Source: an optimization exercise on an open RTL-to-GDS flow (aim: small area, a short achievable clock period and few clock cycles per item). Production flows keep margins and buffers that such runs may drop.
Function was not checked in any run shown here: the RTL went through the layout flow alone.
Power and IR drop assume default switching activity.

===== config.mk =====
export PLATFORM = sky130hd
export DESIGN_NAME = cache_top
export DESIGN_NICKNAME = cache_top
export VERILOG_FILES = /design/flow/design.v
export SDC_FILE = /design/flow/constraint.sdc
export NUM_CORES = 4
export LEC_CHECK = 0
export ABC_CLOCK_PERIOD_IN_PS = 3000
export CAP_MARGIN = 20
export CORE_MARGIN = 2
export CORE_UTILIZATION = 55
export CTS_CLUSTER_SIZE = 30
export SETUP_SLACK_MARGIN = 4.5
export SLEW_MARGIN = 20

===== constraint.sdc =====
create_clock -name core_clock -period 8.0 [get_ports {clk}]
set_input_delay 1.6000 -clock core_clock [delete_from_list [all_inputs] [get_ports {clk}]]
set_output_delay 1.6000 -clock core_clock [all_outputs]
set_load 0.01 [all_outputs]

===== design.v =====
package cache_pkg;
  localparam int ADDR_BITS = 32;           
  localparam int DATA_BITS = 32;           
  localparam int NUM_SETS  = 8;
  localparam int NUM_WAYS  = 2;
  localparam int INDEX_LSB = 2;            
  localparam int TAG_LSB   = 5;            
  localparam int INDEX_BITS = TAG_LSB - INDEX_LSB;
  localparam int TAG_BITS   = ADDR_BITS - TAG_LSB;
  typedef logic [ADDR_BITS-1:0]  addr_t;
  typedef logic [DATA_BITS-1:0]  data_t;
  typedef logic [TAG_BITS-1:0]   tag_t;
  typedef logic [INDEX_BITS-1:0] index_t;
  typedef logic [1:0]            req_type_t;
  typedef logic                  way_t;    
  localparam req_type_t REQ_READ  = 2'd0;
  localparam req_type_t REQ_WRITE = 2'd1;
  localparam req_type_t REQ_INIT  = 2'd2;   
endpackage
`timescale 1ns/1ps
module cache_top (
  input  logic                 clk,
  input  logic                 reset,
  input  logic                 proc_req,
  input  cache_pkg::req_type_t proc_type,
  input  cache_pkg::addr_t     proc_addr,
  input  cache_pkg::data_t     proc_wdata,
  output cache_pkg::data_t     proc_rdata,
  output logic                 proc_hit,
  output logic                 proc_ack,
  output logic                 mem_req,
  output logic                 mem_we,
  output cache_pkg::addr_t     mem_addr,
  output cache_pkg::data_t     mem_wdata,
  input  cache_pkg::data_t     mem_rdata,
  input  logic                 mem_ack
);
  localparam int S = cache_pkg::NUM_SETS;
  typedef enum logic [2:0] {
    s_idle, s_evict, s_evict_release, s_refill, s_ack
  } state_t;
  cache_pkg::tag_t  tags0 [S];
  cache_pkg::tag_t  tags1 [S];
  cache_pkg::data_t words0 [S];
  cache_pkg::data_t words1 [S];
  logic [S-1:0]     valid0, valid1, dirty0, dirty1;
  logic [S-1:0]     lru;           
  state_t            state;
  cache_pkg::data_t  res;          
  logic [29:0]       maddr;        
  logic              way_q;        
  logic              commit;       
  logic              dirty_we_q;
  logic              dirty_val_q;
  cache_pkg::index_t idx;
  cache_pkg::tag_t   ptag;
  logic is_read, is_write, is_init;
  logic m0, m1, hit, hit_way, victim, vdirty, sel_way;
  cache_pkg::tag_t  t0, t1, vtag;
  cache_pkg::data_t w0, w1, hit_word, vword;
  assign idx      = proc_addr[4:2];
  assign ptag     = proc_addr[31:5];
  assign is_read  = (proc_type == cache_pkg::REQ_READ);
  assign is_write = (proc_type == cache_pkg::REQ_WRITE);
  assign is_init  = proc_type[1];
  assign t0 = tags0[idx];
  assign t1 = tags1[idx];
  assign w0 = words0[idx];
  assign w1 = words1[idx];
  assign m0      = valid0[idx] && (t0 == ptag);
  assign m1      = valid1[idx] && (t1 == ptag);
  assign hit     = m0 | m1;
  assign hit_way = ~m0;                      
  assign victim  = lru[idx];
  assign vdirty  = victim ? (valid1[idx] & dirty1[idx]) : (valid0[idx] & dirty0[idx]);
  assign vtag    = victim ? t1 : t0;
  assign vword   = victim ? w1 : w0;
  assign hit_word = m0 ? w0 : w1;
  assign sel_way = hit ? hit_way : victim;
  logic evict;
  assign evict     = ~hit & ~is_init & vdirty;
  cache_pkg::data_t res0, res1, resv;
  assign res0 = is_read ? w0 : proc_wdata;
  assign res1 = is_read ? w1 : proc_wdata;
  assign resv = is_init ? proc_wdata : vword;
  always_ff @(posedge clk) begin
    case (state)
      s_idle: begin
        res   <= m1 ? res1 : (m0 ? res0 : resv);
        maddr <= {evict ? vtag : ptag, idx};
      end
      s_evict_release: maddr <= {ptag, idx};
      s_refill:        res   <= is_write ? proc_wdata : mem_rdata;
      default: ;
    endcase
  end
  always_ff @(posedge clk) begin
    commit <= 1'b0;
    if (reset) begin
      state    <= s_idle;
      proc_ack <= 1'b0;
      proc_hit <= 1'b0;
      mem_req  <= 1'b0;
    end else begin
      case (state)
        s_idle: if (proc_req) begin
          dirty_val_q <= is_write;
          dirty_we_q  <= ~(is_read & hit);
          way_q       <= sel_way;
          if (hit || is_init) begin
            proc_hit <= hit & ~is_init;
            proc_ack <= 1'b1;
            commit   <= 1'b1;
            state    <= s_ack;
          end else if (!mem_ack) begin
            mem_req <= 1'b1;
            mem_we  <= vdirty;
            state   <= vdirty ? s_evict : s_refill;
          end
        end
        s_evict: if (mem_ack) begin
          mem_req <= 1'b0;
          state   <= s_evict_release;
        end
        s_evict_release: if (!mem_ack) begin
          mem_req <= 1'b1;
          mem_we  <= 1'b0;
          state   <= s_refill;
        end
        s_refill: if (mem_ack) begin
          mem_req  <= 1'b0;
          proc_hit <= 1'b0;
          proc_ack <= 1'b1;
          commit   <= 1'b1;
          state    <= s_ack;
        end
        s_ack: if (!proc_req) begin
          proc_ack <= 1'b0;
          state    <= s_idle;
        end
        default: state <= s_idle;
      endcase
    end
  end
  cache_pkg::index_t cidx;
  assign cidx = maddr[2:0];
  always_ff @(posedge clk) begin
    if (commit) begin
      if (way_q) begin
        tags1[cidx]  <= maddr[29:3];
        words1[cidx] <= res;
      end else begin
        tags0[cidx]  <= maddr[29:3];
        words0[cidx] <= res;
      end
    end
  end
  always_ff @(posedge clk) begin
    if (reset) begin
      valid0 <= '0;
      valid1 <= '0;
      dirty0 <= '0;
      dirty1 <= '0;
      lru    <= '0;
    end else if (commit) begin
      lru[cidx] <= ~way_q;
      if (way_q) begin
        valid1[cidx] <= 1'b1;
        if (dirty_we_q) dirty1[cidx] <= dirty_val_q;
      end else begin
        valid0[cidx] <= 1'b1;
        if (dirty_we_q) dirty0[cidx] <= dirty_val_q;
      end
    end
  end
  assign proc_rdata = res;
  assign mem_wdata  = res;
  assign mem_addr   = {maddr, 2'b00};
endmodule

===== run.sh =====
#!/bin/bash
# synth_recipe.tcl (not shown) runs the flow's synth.tcl, then flattens the netlist and writes it again
# the make line also repeats each setting of config.mk as NAME=value (left out here)
make -C /OpenROAD-flow-scripts/flow DESIGN_CONFIG=/design/flow/config.mk WORK_HOME=/design/flow/orfs CLKGATE_MAP_FILE= SYNTH_SCRIPT=/design/flow/synth_recipe.tcl finish

==> out/metrics.cfg, run 1 <==
[floorplanning]
fp.dieH_um=287.5
die_w_um=287.5
start_util_pct=55.76
die_area_um2=82640
core_um2=79260
rows=103
io_pins=202

[power]
power.density_nw_per_um2=253.6
vdd_drop_max_mv=0.2039
p_leak_uw=0.01817

[global_routing]
grt_pass1_vias=25765
grtUsageTotal_pct=30.10
overflow=0
antenna_found_initial=2
grt_pass1_wl_mm=177.6
grt_max_degree=64

[timing]
setup_violations=0
tightestPinTransition_ps=1139
final.period_utilization_pct=54.69
skew_ps=25.01
rsz0062_at_grt=true
fmax_mhz=228.6
tns_ps=0
final_hold_viol_count=0
drv_slew=0
slew_headroom_pct=24.10
min_period_ps=4375

[yosys]
synthXorXnorAreaFrac_pct=0.7531
ys_types=69
async_flop_share_pct=0
ys_top_cells_by_count=1010 x edfxtp_1, 184 x mux2i_1, 183 x mux4_2, 176 x nor2_1, 144 x nand2_1
synth_fa_ha_area_share_pct=0.1132
synth_ff_type=edfxtp_1
synth_largest_area_cell=edfxtp_1
avgSynthCellArea_um2=17.18
ys_top_cells_by_area=edfxtp_1 69%, mux4_2 9.3%, mux2i_1 4.2%
synth_top_family_by_area=multiplexers
synth-edff-count=1010
synth_compound_area_share_pct=4.997
yosysWarnings=1
synth.most_common_cell=edfxtp_1
synth_top_area_share_pct=68.63
synth-seq-area-share_pct=70.75
synthCells=2572
yosys_register_bits=1057
synthMuxAreaShare_pct=15.66
synth_area_um2=44190
synth-simple-area-share_pct=5.240

[setup_path]
worstSetupEndpointType=flip-flop
cpLargestDelayFamily=simple AND/OR/NAND/NOR gates
crit_type=input pin to flip-flop
crit_top_cell=buf_12
cp_cell_sequence=buf_16 > buf_12 > mux4_2 > mux2i_4 > xnor2_2 > o21ai_1 > or4_4 > nor4_4 > buf_4 > nor3_4 > buf_6 > and2_4 > buf_12 > mux2_4
critPathLaunchType=input pin
crit_slowest_cell=or4_4
cp.required_ps=8410
slowest_delay_ps=530
path_max_fanout=7
path_buf_inv=5
cp.arrival_ps=4780

[drt]
post_drt_via_cell_ratio=6.452
drc_errors=0
vias=26239
drt_first_pass_iters=6
wl_per_cell_um=30.95
drtIter0Drc=3337
wirelength_mm=125.9
postRouteAntennaNets=0

[cts]
cts_buffers=106
clk_latency_ps=660
clk_path_buf_depth=3
cts_root_buf=clkbuf_16
clock-sinks=1057
clk_pin_slew_worst_paths_ps=60
cts_tree=done
htree_levels=3

[outcome]
outcome=no timing/DRC/antenna violations

[placement]
gp_congestion=0.8772
placed_cell_area_um2=47150
io_buffers=197
dp_hpwl_mm=64.18

[final_layout]
seqCellArea_um2=31270
syn_to_final_growth_pct=21.82
drive_above_1_share_pct=26.06
final_area_um2=53840
nets=3036
multi_input_area_um2=13040
fillerInstances=5335

[run]
cap_violations=0

[worst_hold_path]
hp-class=flip-flop to flip-flop

## metal layers
layer  global-route usage, %  share of wire [%]
met2                   46.70                 47
met1                   45.30                 42
met4                   8.516                2.5
met5                       0              0.011
met3                   4.049                8.2
## path summary, 6_finish.rpt
| check | slack [ps] | cells past startpoint | startpoint | endpoint |
|---|---|---|---|---|
| min reg2reg | 470 | 2 | valid1[3] | valid1[3] |
| max | 3620 | 14 | proc_addr[3] | maddr[20] |
| min | 470 | 2 | valid1[3] | valid1[3] |
| max reg2reg | 4080 | 9 | state[2] | res[19] |
## per-stage QoR
step | utilization [%] | hold WS, ps | worst slack [ps] | total power, µW | std cells
finish | 67.93 | 469.8 | 3625 | 13650 | 4067
global route | 67.93 | 498.8 | 3572 | 14040 | 4067
CTS | 66.74 | 470.6 | 3727 | 13630 | 4021
detailed placement | 59.49 | 453.0 | 1612 | 8499 | 3699
global placement | 59.49 | 442.2 | 1653 | 8447 | 3699
floorplan | - | 431.5 | 3151 | 7766 | 2573
## layout make-up
cell class                      instances  share of cell area, %
Antenna cell                            1               0.004648
Clock buffer                          126                  5.106
Clock inverter                         68                  1.222
Inverter                               12                0.09761
Multi-Input combinational cell       1321                  24.22
Sequential cell                      1057                  58.08
Tap cell                             1050                  2.440
Timing Repair Buffer                  432                  8.829
## timing repair
action,4_1_cts,5_1_grt
hold buffers,0,0
setup buffers,110,38
cloned,18,7
endpoints found under the hold margin,0,0
pin swaps,25,54
resized for setup,174,99
endpoints found under the setup margin,174,215
## report_power, final
group          total, µW  switching (µW)  internal [µW]  leakage, µW
logic               1950            1140            803      0.00699
clock network       4920            2060           2860      0.00166
registers           6790             163           6630      0.00952
## cell usage in the layout (no fill, tap or decap), types with 19 or more instances in the layout
| cell type | netlist | final |
|---|---|---|
| edfxtp_1 | 1010 | 1010 |
| clkdlybuf4s50_1 | 0 | 192 |
| mux4_2 | 183 | 190 |
| nor2_1 | 176 | 161 |
| buf_4 | 46 | 159 |
| mux2i_1 | 184 | 158 |
| nand2_1 | 144 | 142 |
| clkbuf_16 | 0 | 111 |
| o21ai_0 | 78 | 66 |
| a21oi_1 | 53 | 47 |
| dfxtp_1 | 47 | 47 |
| a31oi_1 | 37 | 37 |
| mux2_2 | 38 | 36 |
| a22oi_1 | 37 | 36 |
| clkinv_1 | 0 | 30 |
| nand3_1 | 25 | 24 |
| buf_12 | 2 | 22 |
| and3_1 | 20 | 20 |
| buf_6 | 11 | 20 |
| nor3_1 | 31 | 19 |
| clkbuf_1 | 74 | 19 |
## worst reg2reg max path, cell delays in order (launching register included)
cell and delay, ps:
dfxtp_1 770, or2_2 240, buf_4 540, nand2_1 700, or4_1 650, nor4_2 160
buf_4 300, nor2b_1 100, o21ai_1 100, a31oi_1 110
## cell families (layout without fill, tap and decap cells)
logic type               Yosys count  in the layout
flip-flops                      1057           1057
AND/OR/NAND/NOR                  496            500
multiplexers                     432            432
AO/OA/AOI/OAI                    345            345
buffers and inverters            199            638
XOR/XNOR                          38             38
adder cells (fa/ha/maj)            4              4
other                              1              3
## sequential cells by signal, summed over array words and instances, names as in the netlist, 30 cells and up
name and count:
words0 256, words1 256, tags0 216, tags1 216, res 32, maddr 30
==> inputs of run 2 (changes only) <==
--- a/design.v
+++ b/design.v
@@ -52,6 +52,7 @@
   logic              commit;       
   logic              dirty_we_q;
   logic              dirty_val_q;
+  logic              tag_we_q;     
   cache_pkg::index_t idx;
   cache_pkg::tag_t   ptag;
   logic is_read, is_write, is_init;
@@ -78,7 +79,7 @@
   assign hit_word = m0 ? w0 : w1;
   assign sel_way = hit ? hit_way : victim;
   logic evict;
-  assign evict     = ~hit & ~is_init & vdirty;
+  assign evict     = ~is_init & vdirty;
   cache_pkg::data_t res0, res1, resv;
   assign res0 = is_read ? w0 : proc_wdata;
   assign res1 = is_read ? w1 : proc_wdata;
@@ -107,6 +108,7 @@
           dirty_val_q <= is_write;
           dirty_we_q  <= ~(is_read & hit);
           way_q       <= sel_way;
+          tag_we_q    <= is_init | ~hit;
           if (hit || is_init) begin
             proc_hit <= hit & ~is_init;
             proc_ack <= 1'b1;
@@ -147,10 +149,10 @@
   always_ff @(posedge clk) begin
     if (commit) begin
       if (way_q) begin
-        tags1[cidx]  <= maddr[29:3];
+        if (tag_we_q) tags1[cidx] <= maddr[29:3];
         words1[cidx] <= res;
       end else begin
-        tags0[cidx]  <= maddr[29:3];
+        if (tag_we_q) tags0[cidx] <= maddr[29:3];
         words0[cidx] <= res;
       end
     end
--- a/config.mk
+++ b/config.mk
@@ -8,7 +8,6 @@
 export ABC_CLOCK_PERIOD_IN_PS = 3000
 export CAP_MARGIN = 20
 export CORE_MARGIN = 2
-export CORE_UTILIZATION = 55
-export CTS_CLUSTER_SIZE = 30
+export CORE_UTILIZATION = 40
 export SETUP_SLACK_MARGIN = 4.5
 export SLEW_MARGIN = 20
==> run 2 against run 1 <==
Net effect: first-iteration DRC count is 14% lower; sequential power is 5.4% lower; largest cell class unchanged; register-to-register slack better by 260 ps; power is 7.4% lower; critical path depth is 1 lower; worst hold slack worse by 14 ps; non-clock buffer count is 43 lower; critical path type unchanged; clock skew is 43 ps higher; utilization is 19 points lower; clock-buffer cell count is 3 higher.
==> out/metrics.cfg, run 2 <==
[power]
p_leak_uw=0.01757  ; was 0.01817 µW
power.density_nw_per_um2=237.0  ; was 253.6 nW/µm²
vdd_drop_max_mv=0.1770  ; was 0.2039 mV

[yosys]
ys_top_cells_by_area=edfxtp_1 69%, mux4_2 10%, mux2i_1 3.3%  ; was edfxtp_1 69%, mux4_2 9.3%, mux2i_1 4.2%
synth-simple-area-share_pct=5.515  ; was 5.240%
synth-seq-area-share_pct=71.07  ; was 70.75%
synthCells=2574  ; was 2572
synth_largest_area_cell=edfxtp_1  ; unchanged
ys_types=74  ; was 69
synth_ff_type=edfxtp_1  ; unchanged
synth_top_family_by_area=multiplexers  ; unchanged
synthMuxAreaShare_pct=14.30  ; was 15.66%
ys_top_cells_by_count=1011 x edfxtp_1, 197 x mux4_2, 182 x nor2_1, 147 x mux2i_1, 144 x nand2_1  ; was 1010 x edfxtp_1, 184 x mux2i_1, 183 x mux4_2, 176 x nor2_1, 144 x nand2_1
synth_compound_area_share_pct=5.736  ; was 4.997%
avgSynthCellArea_um2=17.11  ; was 17.18 µm²
synth_top_area_share_pct=68.94  ; was 68.63%
synthXorXnorAreaFrac_pct=0.6563  ; was 0.7531%
yosys_register_bits=1058  ; was 1057
yosysWarnings=1  ; unchanged
synth_fa_ha_area_share_pct=0.1136  ; was 0.1132%
synth_area_um2=44040  ; was 44190 µm²
synth-edff-count=1011  ; was 1010
async_flop_share_pct=0  ; unchanged
synth.most_common_cell=edfxtp_1  ; unchanged

[run]
cap_violations=0  ; unchanged

[cts]
clock-sinks=1058  ; was 1057
cts_tree=done  ; unchanged
clk_path_buf_depth=3  ; unchanged
cts_hold_buffers=0  ; unchanged
clk_latency_ps=730  ; was 660 ps
cts_buffers=109  ; was 106
clk_pin_slew_worst_paths_ps=60  ; about the same
htree_levels=3  ; unchanged
cts_root_buf=clkbuf_16  ; unchanged

[setup_path]
path_max_fanout=33  ; was 7
crit_slowest_cell=mux4_2  ; was or4_4
path_buf_inv=4  ; was 5
slowest_delay_ps=490  ; was 530 ps
cpLargestDelayFamily=simple AND/OR/NAND/NOR gates  ; unchanged
cp.arrival_ps=4830  ; was 4780 ps
crit_type=input pin to flip-flop  ; unchanged
crit_path_start=proc_addr[2]  ; was proc_addr[3]
crit_top_cell=buf_16  ; was buf_12
cp_cell_sequence=buf_16 > buf_12 > buf_16 > mux4_2 > nand2b_1 > and3b_1 > nor4_1 > nand4bb_1 > nor4_4 > buf_6 > nor2_1 > o21ai_1 > a31oi_1  ; was buf_16 > buf_12 > mux4_2 > mux2i_4 > xnor2_2 > o21ai_1 > or4_4 > nor4_4 > buf_4 > nor3_4 > buf_6 > and2_4 > buf_12 > mux2_4
reg2reg_slack_ps=4340  ; was 4080 ps
critPathLaunchType=input pin  ; unchanged
reg2reg_from=tags1[7][2]  ; was state[2]
cp.required_ps=8380  ; was 8410 ps
worstSetupEndpointType=flip-flop  ; unchanged

[timing]
skew_ps=68.38  ; was 25.01 ps
final_hold_viol_count=0  ; unchanged
rsz0062_at_grt=true  ; unchanged
tightestPinTransition_ps=1101  ; was 1139 ps
min_period_ps=4446  ; was 4375 ps
drv_slew=0  ; unchanged
tns_ps=0  ; unchanged
final.period_utilization_pct=55.58  ; was 54.69%
slew_headroom_pct=26.04  ; was 24.10%
fmax_mhz=224.9  ; was 228.6 MHz
setup_violations=0  ; unchanged

[final_layout]
top_regs=words0 x256, words1 x256  ; unchanged
nets=2985  ; was 3036
drive_above_1_share_pct=23.81  ; was 26.06%
syn_to_final_growth_pct=21.16  ; was 21.82%
most-common-layout-cells=1011 x edfxtp_1, 197 x mux4_2, 180 x clkdlybuf4s50_1  ; was 1010 x edfxtp_1, 192 x clkdlybuf4s50_1, 190 x mux4_2
final_area_um2=53360  ; was 53840 µm²
multi_input_area_um2=12380  ; was 13040 µm²
final_common_cell=edfxtp_1  ; unchanged
seqCellArea_um2=31300  ; was 31270 µm²
fillerInstances=8953  ; was 5335

[placement]
io_buffers=197  ; unchanged
gp_congestion=0.8304  ; was 0.8772
dp_hpwl_mm=63.99  ; was 64.18 mm
placed_cell_area_um2=47550  ; was 47150 µm²

[drt]
drtIter0Drc=2854  ; was 3337
routed.top_layer=met4  ; was met5
routed-wl-met2_mm=61.69  ; was 59.28 mm
wl_per_cell_um=29.18  ; was 30.95 µm
drt_first_pass_iters=8  ; was 6
wirelength_mm=127.8  ; was 125.9 mm
vias=26026  ; was 26239
wl_met1_mm=51.91  ; was 53.07 mm
wl_met3_mm=10.24  ; was 10.34 mm
drc_errors=0  ; unchanged
post_drt_via_cell_ratio=5.942  ; was 6.452
postRouteAntennaNets=0  ; unchanged

[floorplanning]
die_area_um2=112800  ; was 82640 µm²
rows=121  ; was 103
die_w_um=335.8  ; was 287.5 µm
core_um2=109000  ; was 79260 µm²
start_util_pct=40.40  ; was 55.76%
io_pins=202  ; unchanged
fp.dieH_um=335.8  ; was 287.5 µm

[global_routing]
grt_max_degree=111  ; was 64
antenna_found_initial=0  ; was 2
grt_pass1_wl_mm=182.0  ; was 177.6 mm
grtUsageTotal_pct=22.46  ; was 30.10%
grt_pass1_vias=26043  ; was 25765
overflow=0  ; unchanged

[worst_hold_path]
hp-class=flip-flop to flip-flop  ; unchanged
worstHoldStart=dirty1[4]  ; was valid1[3]

[outcome]
outcome=no timing/DRC/antenna violations  ; unchanged

[run 2: cell count changes after synthesis, moves of 14 or more]
cell | previous run | this run
mux2i_1 | 184 | 147
nor4_1 | 5 | 40
nor2b_1 | 22 | 40
o21ai_0 | 78 | 21
a21oi_1 | 53 | 71
o211ai_1 | 16 | 1
and3_1 | 20 | 4
a211oi_1 | 19 | 66
o22ai_1 | 33 | 7
o21ai_1 | 13 | 32
a22oi_1 | 37 | 69
mux2_4 | 15 | 0
mux4_2 | 183 | 197
[run 2: timing repair]
item | 4_1_cts | 5_1_grt
pin swaps | 26 | 13
setup buffers | 109 | 0
gates resized for setup | 136 | 19
endpoints found under the setup margin | 219 | 73
gates cloned | 24 | 0
[run 2: metrics by stage]
| stage | hold WS (ps) | power [µW] | std cells | utilization [%] | setup slack, ps |
|---|---|---|---|---|---|
| final | 455.6 | 12650 | 4380 | 48.95 | 3554 |
| after global routing | 485.4 | 13010 | 4379 | 48.95 | 3543 |
| after CTS | 454.9 | 12710 | 4378 | 48.86 | 3736 |
| after detailed placement | 446.9 | 7622 | 4048 | 43.62 | 1207 |
| after global placement | 444.6 | 7577 | 4047 | 43.60 | 1286 |
| after floorplan | 431.5 | 7134 | 2575 | - | 3503 |
[run 2: report_power, final]
| group | internal [µW] | switching [µW] | total [µW] |
|---|---|---|---|
| clock network | 2800 | 2150 | 4950 |
| logic | 533 | 742 | 1270 |
| registers | 6330 | 89.4 | 6420 |
[run 2: routing by layer]
metal | GRT usage (%) | vias up
met1 | 30.29 | 13502
met2 | 36.91 | 1341
li1 | - | 10948
met4 | 7.499 | 0
met5 | 0 | -
met3 | 4.037 | 235
[run 2: layout make-up]
cell class              count  area share [%]
clock buffers             129           5.252
flip-flops and latches   1058           58.66
multi-input cells        1310           23.21
inverters                  11         0.08910
diodes                      1        0.004690
repair buffers            389           8.221
clock inverters            68           1.252
well taps                1414           3.316
[run 2: logic make-up (layout without fill, tap and decap cells)]
family	Yosys count	in the layout
compound gates	372	372
xor+xnor	33	33
fa+ha+maj	4	4
buf+inv	209	597
flops	1058	1058
mux	377	377
other cells	1	3
simple gates	520	522
[run 2: worst register-to-register path, delay by kind of cell (launching register included)]
kind                      cells  cell delay (ps)
and+or+nand+nor               3              910
muxes                         2              750
AOI/OAI and AO/OA             3              750
buffers and inverters         3              550
DFF                           1              360
xor gates and xnor gates      1              180
[run 2: path summary, 6_finish.rpt]
kind	endpoint	depth (start not counted)
max	res[27]	13
min	dirty1[4]	2
max reg2reg	res[7]	12
min reg2reg	dirty1[4]	2
==> inputs of run 3 (changes only) <==
--- a/design.v
+++ b/design.v
@@ -46,6 +46,10 @@
   logic [S-1:0]     valid0, valid1, dirty0, dirty1;
   logic [S-1:0]     lru;           
   state_t            state;
+  cache_pkg::data_t  wa;           
+  cache_pkg::data_t  wb;           
+  logic              sel_resp;     
+  logic              sel_evict;    
   cache_pkg::data_t  res;          
   logic [29:0]       maddr;        
   logic              way_q;        
@@ -80,18 +84,16 @@
   assign sel_way = hit ? hit_way : victim;
   logic evict;
   assign evict     = ~is_init & vdirty;
-  cache_pkg::data_t res0, res1, resv;
-  assign res0 = is_read ? w0 : proc_wdata;
-  assign res1 = is_read ? w1 : proc_wdata;
-  assign resv = is_init ? proc_wdata : vword;
   always_ff @(posedge clk) begin
     case (state)
       s_idle: begin
-        res   <= m1 ? res1 : (m0 ? res0 : resv);
-        maddr <= {evict ? vtag : ptag, idx};
+        wa        <= is_read ? w0 : proc_wdata;
+        wb        <= is_read ? w1 : vword;
+        sel_evict <= ~is_read | victim;
+        maddr     <= {evict ? vtag : ptag, idx};
       end
       s_evict_release: maddr <= {ptag, idx};
-      s_refill:        res   <= is_write ? proc_wdata : mem_rdata;
+      s_refill:        wa    <= is_write ? proc_wdata : mem_rdata;
       default: ;
     endcase
   end
@@ -108,6 +110,7 @@
           dirty_val_q <= is_write;
           dirty_we_q  <= ~(is_read & hit);
           way_q       <= sel_way;
+          sel_resp    <= is_read & m1;
           tag_we_q    <= is_init | ~hit;
           if (hit || is_init) begin
             proc_hit <= hit & ~is_init;
@@ -133,6 +136,7 @@
           mem_req  <= 1'b0;
           proc_hit <= 1'b0;
           proc_ack <= 1'b1;
+          sel_resp <= 1'b0;
           commit   <= 1'b1;
           state    <= s_ack;
         end
@@ -175,7 +179,8 @@
       end
     end
   end
+  assign res        = sel_resp ? wb : wa;
   assign proc_rdata = res;
-  assign mem_wdata  = res;
+  assign mem_wdata  = sel_evict ? wb : wa;
   assign mem_addr   = {maddr, 2'b00};
 endmodule
==> run 3 against run 2 <==
Net effect: sequential share of layout area is 0.51 points higher; sequential power increased by 3%; worst setup slack gained 580 ps; clock power shrank 1%; die area is 0.17% higher; utilization grew 1.1 points; routed wire length down 3.9%; fmax rose by 15%; global-route usage fell by 0.88 points.
==> out/metrics.cfg, run 3 <==
[drt]
wl_per_cell_um=28.25  ; was 29.18 µm
drt_first_pass_iters=5  ; was 8
post_drt_via_cell_ratio=5.668  ; was 5.942
vias=24652  ; was 26026
drc_errors=0  ; unchanged
wirelength_mm=122.9  ; was 127.8 mm
drtIter0Drc=2502  ; was 2854
postRouteAntennaNets=0  ; unchanged

[yosys]
synth_area_um2=44120  ; was 44040 µm²
synth.most_common_cell=edfxtp_1  ; unchanged
synthXorXnorAreaFrac_pct=0.5757  ; was 0.6563%
synth-seq-area-share_pct=73.26  ; was 71.07%
synth-simple-area-share_pct=3.644  ; was 5.515%
ys_top_cells_by_count=1045 x edfxtp_1, 181 x mux4_2, 134 x mux2i_1, 131 x mux2_2, 126 x nor2_1  ; was 1011 x edfxtp_1, 197 x mux4_2, 182 x nor2_1, 147 x mux2i_1, 144 x nand2_1
synth_top_family_by_area=multiplexers  ; unchanged
yosys_register_bits=1092  ; was 1058
synthMuxAreaShare_pct=16.16  ; was 14.30%
synth-edff-count=1045  ; was 1011
synth_ff_type=edfxtp_1  ; unchanged
ys_top_cells_by_area=edfxtp_1 71%, mux4_2 9.2%, mux2_2 3.3%  ; was edfxtp_1 69%, mux4_2 10%, mux2i_1 3.3%
synth_fa_ha_area_share_pct=0.1134  ; was 0.1136%
avgSynthCellArea_um2=18.54  ; was 17.11 µm²
synth_largest_area_cell=edfxtp_1  ; unchanged
synthCells=2379  ; was 2574
yosysWarnings=1  ; unchanged
synth_compound_area_share_pct=4.660  ; was 5.736%
ys_types=67  ; was 74
async_flop_share_pct=0  ; unchanged
synth_top_area_share_pct=71.13  ; was 68.94%

[power]
power_frac_seq_pct=51.2  ; was 50.8%
power.density_nw_per_um2=236.1  ; was 237.0 nW/µm²
clkPwrFrac_pct=38.0  ; was 39.2%
pwr-share-comb_pct=10.8  ; was 10.1%
switchingPower_uw=2964  ; was 2985 µW
switching_share_pct=22.98  ; was 23.60%
p_int_uw=9935  ; was 9662 µW
vdd_drop_max_mv=0.2011  ; was 0.1770 mV
p_leak_uw=0.01828  ; was 0.01757 µW

[setup_path]
cp.arrival_ps=4320  ; was 4830 ps
slowest_delay_ps=630  ; was 490 ps
cp.required_ps=8450  ; was 8380 ps
crit_slowest_cell=or4_4  ; was mux4_2
crit_type=input pin to flip-flop  ; unchanged
cp_cell_sequence=buf_16 > buf_16 > or2b_4 > o22ai_2 > or3_1 > nand4_1 > or4_4 > nor4_4 > buf_6 > nor4b_4 > o21a_1  ; was buf_16 > buf_12 > buf_16 > mux4_2 > nand2b_1 > and3b_1 > nor4_1 > nand4bb_1 > nor4_4 > buf_6 > nor2_1 > o21ai_1 > a31oi_1
worstSetupEndpointType=flip-flop  ; unchanged
path_buf_inv=3  ; was 4
cpLargestDelayFamily=simple AND/OR/NAND/NOR gates  ; unchanged
path_max_fanout=10  ; was 33
critPathLaunchType=input pin  ; unchanged
crit_top_cell=buf_16  ; unchanged

[global_routing]
grt_max_degree=69  ; was 111
met3_usage_pct=3.945  ; was 4.037%
grt_busiest_layer=met2  ; unchanged
grt_util_met2_pct=36.12  ; was 36.91%
grt_pass1_vias=25209  ; was 26043
grtUsageTotal_pct=21.58  ; was 22.46%
grt_pass1_wl_mm=175.1  ; was 182.0 mm
overflow=0  ; unchanged
grt.met1_usage_pct=28.83  ; was 30.29%
antenna_found_initial=11  ; was 0

[final_layout]
fin_util_pct=50.04  ; was 48.95%
final_common_cell=edfxtp_1  ; unchanged
top_regs=words0 x256, words1 x256  ; unchanged
nets=2889  ; was 2985
most-common-layout-cells=1045 x edfxtp_1, 187 x mux4_2, 146 x buf_4  ; was 1011 x edfxtp_1, 197 x mux4_2, 180 x clkdlybuf4s50_1
fillerInstances=8791  ; was 8953
drive_above_1_share_pct=31.56  ; was 23.81%
syn_to_final_growth_pct=23.82  ; was 21.16%
stdcell_count=4349  ; was 4380

[timing]
tns_ps=0  ; unchanged
slew_headroom_pct=35.68  ; was 26.04%
drv_slew=0  ; unchanged
fmax_mhz=258.7  ; was 224.9 MHz
skew_ps=32.38  ; was 68.38 ps
rsz0062_at_grt=true  ; unchanged
final.period_utilization_pct=48.32  ; was 55.58%
min_period_ps=3865  ; was 4446 ps
final_hold_viol_count=0  ; unchanged
tightestPinTransition_ps=964.7  ; was 1101 ps
setup_violations=0  ; unchanged

[run]
cap_violations=0  ; unchanged

[floorplanning]
io_pins=202  ; unchanged
die_area_um2=113000  ; was 112800 µm²
start_util_pct=40.42  ; was 40.40%
rows=121  ; unchanged
die_w_um=336.1  ; was 335.8 µm
core_um2=109200  ; was 109000 µm²
fp.dieH_um=336.1  ; was 335.8 µm

[cts]
cts_root_buf=clkbuf_16  ; unchanged
cts_buffers=110  ; was 109
cts_tree=done  ; unchanged
clk_pin_slew_worst_paths_ps=60  ; about the same
clk_path_buf_depth=3  ; unchanged
clock-sinks=1092  ; was 1058
cts_hold_buffers=0  ; unchanged
htree_levels=3  ; unchanged
clk_latency_ps=700  ; was 730 ps

[worst_hold_path]
hp-class=flip-flop to flip-flop  ; unchanged

[placement]
gp_congestion=0.8062  ; was 0.8304
place_inst=3978  ; was 4048
dp_hpwl_mm=61.72  ; was 63.99 mm
io_buffers=197  ; unchanged

[outcome]
outcome=no timing/DRC/antenna violations  ; unchanged

==> run 3: cell count changes after synthesis, sizes merged, moves of 33 or more <==
| cell | before | now |
|---|---|---|
| a211oi | 66 | 33 |
| a31oi | 41 | 7 |
| and2 | 8 | 41 |
| buf | 112 | 71 |
| edfxtp | 1011 | 1045 |
| mux2 | 30 | 131 |
| nand2 | 145 | 60 |
| nor2 | 182 | 127 |
| nor2b | 40 | 6 |
| nor4 | 41 | 3 |
==> run 3: what timing repair did <==
action | CTS | global route
setup endpoints to repair | 225 | 145
cloned | 25 | 2
buffers inserted | 111 | 31
pin swaps | 14 | 9
resized for setup | 352 | 160
==> run 3: cells by family (layout without fill, tap and decap cells) <==
| group | Yosys count | in the layout |
|---|---|---|
| flip-flops | 1092 | 1092 |
| multiplexers | 455 | 455 |
| AND/OR/NAND/NOR | 333 | 333 |
| AO/OA/AOI/OAI | 320 | 320 |
| buffers and inverters | 145 | 636 |
| XOR/XNOR | 29 | 29 |
| adder cells (fa/ha/maj) | 4 | 4 |
| other | 1 | 4 |
==> run 3: path summary, 6_finish.rpt <==
path,startpoint,endpoint,slack [ps],cells after the start
worst min register to register,dirty0[0],dirty0[0],460,2
worst max register to register,maddr[0],tags1[0][20],4860,6
worst min-delay path,dirty0[0],dirty0[0],460,2
worst max-delay path,proc_addr[2],mem_we,4130,11
==> run 3: layout make-up <==
cell class	count	area, µm²	area share [%]
inverter	11	46.29	0.08475
antenna	2	5.005	0.009162
multi-input combinational	1143	12050	22.06
tap	1476	1847	3.381
timing repair buffer	425	4916	8.999
clock buffer	147	2973	5.442
sequential	1092	32320	59.17
clock inverter	53	465.4	0.8521
==> run 3: worst reg2reg max path, cell delays in order (launching register included) <==
cell,delay (ps)
edfxtp_1,470
buf_4,180
inv_1,190
nand3_2,430
nor2_4,190
buf_4,570
and2_4,710
==> run 3: power by group through the flow <==
stage	sequential, µW	combinational (µW)	clock, µW
after floorplan	6730	624	0
after global placement	6750	1070	0
after detailed placement	6760	1090	0
after CTS	6600	1330	4990
after global routing	6610	1480	5210
final	6600	1400	4900
==> run 3: metal layers <==
layer  routed length, µm  vias up
met3                8923      207
met2               60160     1008
met5                  93        -
met4                3247       16
met1               50450    12942
li1                    -    10479
==> run 3: stage by stage <==
step / total power, µW / area (µm²) / hold slack, ps / setup WS (ps)
final: 12900 / 54630 / 462.6 / 4135
after global routing: 13300 / 54620 / 492.4 / 4105
after CTS: 12910 / 53910 / 464.8 / 4229
after detailed placement: 7856 / 48290 / 454.7 / 2212
after global placement: 7818 / 48290 / 444.4 / 2218
after floorplan: 7352 / 44780 / 431.5 / 3960

separate check: timing with driven ports:
How much do the figures lean on ideal ports? The routed layouts below were timed once more, with nothing changed but the port constraints.
Step 1 assumes that a clkbuf_16 drives the clock port and a buf_2 every other input.
Step 2 adds t to the input delays and takes it off the output delays; t is the mean of the earliest and latest rising clock arrival at the registers after step 1. Input paths then give back, and output paths get back, about the clock's delay inside the block.
a / b / c = no drivers / after step 1 / after step 2; a / b = the first two.
| run | shift t [ns] | setup WS [ns] | latest minus earliest clock arrival (ns) |
|---|---|---|---|
| run 1 | 0.724 | 3.625 / 3.086 / 2.363 | 0.025 / 0.025 |
| run 2 | 0.766 | 3.554 / 3.304 / 2.538 | 0.070 / 0.070 |
| run 3 | 0.748 | 4.135 / 3.903 / 3.155 | 0.038 / 0.038 |
After both steps every run listed still meets setup and hold. The setup slack of run 1, which loses most, moves by -0.539 ns with the drivers and by -1.262 ns with both steps.
